What follows belongs to an exercise in optimizing a design on an open flow for small area, a short achievable clock period and few clock cycles per item; a production flow would make more cautious choices.
Function was checked by simulation only, so behaviour that the tests miss may differ from the original.
No activity file was given, so power comes from the tool's default toggle rates.

==> inputs of trial 15 <==
Design lattice_bond_site_mapper, start of the top module:
module lattice_bond_site_mapper #(
   parameter int MAX_EXTENT = 256
) (
   input  logic                               clock,
   input  logic                               reset,
   input  logic                               req_valid,
   output logic                               req_ready,
   input  logic [lbsm_pkg::CELL_W-1:0]        req_cell_x,
   input  logic [lbsm_pkg::CELL_W-1:0]        req_cell_y,
   input  logic [lbsm_pkg::CELL_W-1:0]        req_cell_z,
   input  logic signed [lbsm_pkg::OFF_W-1:0]  req_src_dx,
   input  logic signed [lbsm_pkg::OFF_W-1:0]  req_src_dy,
   input  logic signed [lbsm_pkg::OFF_W-1:0]  req_src_dz,
   input  logic [lbsm_pkg::LOCAL_W-1:0]       req_src_local,
   input  logic signed [lbsm_pkg::OFF_W-1:0]  req_tgt_dx,
   input  logic signed [lbsm_pkg::OFF_W-1:0]  req_tgt_dy,
   input  logic signed [lbsm_pkg::OFF_W-1:0]  req_tgt_dz,
   input  logic [lbsm_pkg::LOCAL_W-1:0]       req_tgt_local,
   output logic                               rsp_valid,
   input  logic                               rsp_ready,
   output logic                               rsp_connected,
   output logic [lbsm_pkg::SITE_W-1:0]        rsp_src_site,
   output logic [lbsm_pkg::SITE_W-1:0]        rsp_tgt_site,
   output logic                               rsp_flip_x,
   output logic                               rsp_flip_y,
   output logic                               rsp_flip_z,
   output logic [lbsm_pkg::DIMS-1:0]          rsp_src_outside,
   output logic [lbsm_pkg::DIMS-1:0]          rsp_tgt_outside,
   input  logic                               csr_write_en,
   input  logic [lbsm_pkg::CSR_IDX_W-1:0]     csr_index,
   input  logic [lbsm_pkg::CSR_DATA_W-1:0]    csr_wdata
);
==> module lbsm_divider, before the edit <==
module lbsm_divider (
   input  logic signed [lbsm_pkg::COORD_W-1:0] coord,
   input  logic [lbsm_pkg::SIZE_W-1:0]         extent,
   output logic signed [lbsm_pkg::COORD_W-1:0] next,
   output logic                                moved
);
   localparam int CW = lbsm_pkg::COORD_W;
   logic [CW-1:0] ne;                   
   logic [CW-1:0] down;                 
   logic [4:0]    dc;                   
   logic [3:0]    mc0, mc1, hc0, hc1;   
   logic [2:0]    ms0, ms1, hs0, hs1;
   logic          mcy;                  
   logic [5:0]    uc;                   
   logic [4:0]    us;
   logic [3:0]    uh;                   
   logic [CW-1:0] up;                   
   logic          below, above;
   assign ne = ~{1'b0, extent};
   assign dc[0]  = 1'b1;
   assign mc0[0] = 1'b0;
   assign mc1[0] = 1'b1;
   assign hc0[0] = 1'b0;
   assign hc1[0] = 1'b1;
   for (genvar i = 0; i < 4; i++) begin : g_down_lo
      lbsm_fa u_fa (.a(coord[i]), .b(ne[i]), .c(dc[i]), .s(down[i]), .co(dc[i+1]));
   end
   for (genvar i = 0; i < 3; i++) begin : g_down_mid
      lbsm_fa u_fa0 (.a(coord[i+4]), .b(ne[i+4]), .c(mc0[i]), .s(ms0[i]), .co(mc0[i+1]));
      lbsm_fa u_fa1 (.a(coord[i+4]), .b(ne[i+4]), .c(mc1[i]), .s(ms1[i]), .co(mc1[i+1]));
   end
   for (genvar i = 0; i < 3; i++) begin : g_down_hi
      lbsm_fa u_fa0 (.a(coord[i+7]), .b(ne[i+7]), .c(hc0[i]), .s(hs0[i]), .co(hc0[i+1]));
      lbsm_fa u_fa1 (.a(coord[i+7]), .b(ne[i+7]), .c(hc1[i]), .s(hs1[i]), .co(hc1[i+1]));
   end
   assign down[6:4]    = dc[4] ? ms1 : ms0;
   assign mcy          = dc[4] ? mc1[3] : mc0[3];
   assign down[CW-1:7] = mcy ? hs1 : hs0;
   assign uc[0] = 1'b0;
   for (genvar i = 0; i < 5; i++) begin : g_up
      lbsm_fa u_fa (.a(extent[i]), .b(coord[i]), .c(uc[i]), .s(us[i]), .co(uc[i+1]));
   end
   assign uh = extent[8:5] - 4'd1;
   assign up = {uc[5] ? {1'b0, extent[8:5]} : {(extent[8:5] == 4'd0), uh}, us};
   assign below = coord[CW-1];
   assign above = !down[CW-1];
   assign moved = below | above;
   assign next  = below ? up : (above ? down : coord);
endmodule
Settings: LEC_CHECK=0, CAP_MARGIN=20, CELL_PAD_IN_SITES_DETAIL_PLACEMENT=1, CELL_PAD_IN_SITES_GLOBAL_PLACEMENT=1, CORE_MARGIN=2, CORE_UTILIZATION=30, CTS_BUF_LIST=sky130_fd_sc_hd__clkbuf_4 sky130_fd_sc_hd__clkbuf_8, PLACE_DENSITY=0.45, SLEW_MARGIN=20, SYNTH_HIERARCHICAL=1, SYNTH_MINIMUM_KEEP_SIZE=0; clock period 10.0 ns.
run.sh (not shown) runs the stock make flow with config.mk's settings and CLKGATE_MAP_FILE= SYNTH_SCRIPT=/design/flow/synth_recipe.tcl, a recipe that flattens the netlist after the stock synthesis.
==> build 66 (differences from trial 15) <==
--- a/flow/design.v
+++ b/flow/design.v
@@ -30,10 +30,5 @@
 );
    localparam int CW = lbsm_pkg::COORD_W;
-   logic [CW-1:0] ne;                   
    logic [CW-1:0] down;                 
-   logic [4:0]    dc;                   
-   logic [3:0]    mc0, mc1, hc0, hc1;   
-   logic [2:0]    ms0, ms1, hs0, hs1;
-   logic          mcy;                  
    logic [5:0]    uc;                   
    logic [4:0]    us;
@@ -41,24 +36,5 @@
    logic [CW-1:0] up;                   
    logic          below, above;
-   assign ne = ~{1'b0, extent};
-   assign dc[0]  = 1'b1;
-   assign mc0[0] = 1'b0;
-   assign mc1[0] = 1'b1;
-   assign hc0[0] = 1'b0;
-   assign hc1[0] = 1'b1;
-   for (genvar i = 0; i < 4; i++) begin : g_down_lo
-      lbsm_fa u_fa (.a(coord[i]), .b(ne[i]), .c(dc[i]), .s(down[i]), .co(dc[i+1]));
-   end
-   for (genvar i = 0; i < 3; i++) begin : g_down_mid
-      lbsm_fa u_fa0 (.a(coord[i+4]), .b(ne[i+4]), .c(mc0[i]), .s(ms0[i]), .co(mc0[i+1]));
-      lbsm_fa u_fa1 (.a(coord[i+4]), .b(ne[i+4]), .c(mc1[i]), .s(ms1[i]), .co(mc1[i+1]));
-   end
-   for (genvar i = 0; i < 3; i++) begin : g_down_hi
-      lbsm_fa u_fa0 (.a(coord[i+7]), .b(ne[i+7]), .c(hc0[i]), .s(hs0[i]), .co(hc0[i+1]));
-      lbsm_fa u_fa1 (.a(coord[i+7]), .b(ne[i+7]), .c(hc1[i]), .s(hs1[i]), .co(hc1[i+1]));
-   end
-   assign down[6:4]    = dc[4] ? ms1 : ms0;
-   assign mcy          = dc[4] ? mc1[3] : mc0[3];
-   assign down[CW-1:7] = mcy ? hs1 : hs0;
+   assign down = coord - $signed({1'b0, extent});
    assign uc[0] = 1'b0;
    for (genvar i = 0; i < 5; i++) begin : g_up
CORE_UTILIZATION = 40   (was 30)
CTS_BUF_LIST = sky130_fd_sc_hd__clkbuf_16   (was sky130_fd_sc_hd__clkbuf_4 sky130_fd_sc_hd__clkbuf_8)
CTS_CLUSTER_DIAMETER = 80   (was default)
CTS_CLUSTER_SIZE = 24   (was default)
PLACE_DENSITY = 0.55   (was 0.45)
==> comparison table <==
metric                                                                                      trial 15                 build 66
Setup slack after placement                                                                  4610 ps                  4910 ps
Share of synthesized cell area in full adder, half adder and majority cells                    0.262                    0.240
Area taken by multi-input logic gates                                                    0.0282 mm^2              0.0278 mm^2
Origin of the worst setup path                                                          s1_coord[23]               rowb_ff[7]
Wire length of the first global-routing pass                                                  250 mm                   239 mm
Fill cell total of the finished layout                                                         16856                    12334
Max Fanout on Critical Path                                                                       26                       19
Global-route track usage on met3                                                              0.0373                   0.0434
Source of the worst register-to-register timing path                                    s1_coord[23]               rowb_ff[7]
Proportion of cell area spent on the clock network                                            0.0513                   0.0353
Leak                                                                                         19.0 nW                  18.4 nW
Average size of a mapped cell                                                              10.8 um^2                10.5 um^2
Power density over cell area                                                             211 mW/mm^2              222 mW/mm^2
Headroom to the max-slew limit                                                                 0.277                    0.191
Vias per std cell                                                                               5.32                     5.99
WL/cell                                                                                      25.8 um                  26.9 um
Power dissipated in sequential cells                                                         3.48 mW                  3.55 mW
Run status                                                                   complete, no violations  complete, no violations
Last weighted congestion value of the routability-driven placer                                0.847                    0.908
Minimum clock period                                                                         4620 ps                  4630 ps
Peak clock frequency supported by timing                                                     217 MHz                  216 MHz
Clock-pin slew of the registers on the worst-case setup and hold paths                         60 ps                   100 ps
Testbench counts of trial 15, summed over its fixed seeds: cycles 19,440, bonds 19,200.
Testbench counts of build 66, summed over its fixed seeds: cycles 19,440, bonds 19,200.

static timing again, ports no longer ideal:
Ports are ideal in the flow. The routed layouts listed here were re-timed in OpenROAD. Step 1 assumes that a clkbuf_16 drives the clock port and a buf_2 every other input. Step 2 also shifts input and output timing later by t, the mid clock arrival at the registers, as if the neighbouring blocks saw the same clock. Slacks: no drivers / after step 1 / after step 2; pairs: no drivers / after step 1.
run	t (ns)	slack for setup (ns)	latest minus earliest clock arrival (ns)	cell pins on the clock port's net
trial 15	0.925	5.383 / 5.383 / 4.699	0.049 / 0.049	1
build 66	0.744	5.368 / 5.368 / 4.933	0.034 / 0.034	1
After both steps setup and hold are still met in every run listed. For trial 15, which loses most, drivers alone change the setup slack by 0.000 ns; drivers and shift together by -0.684 ns.
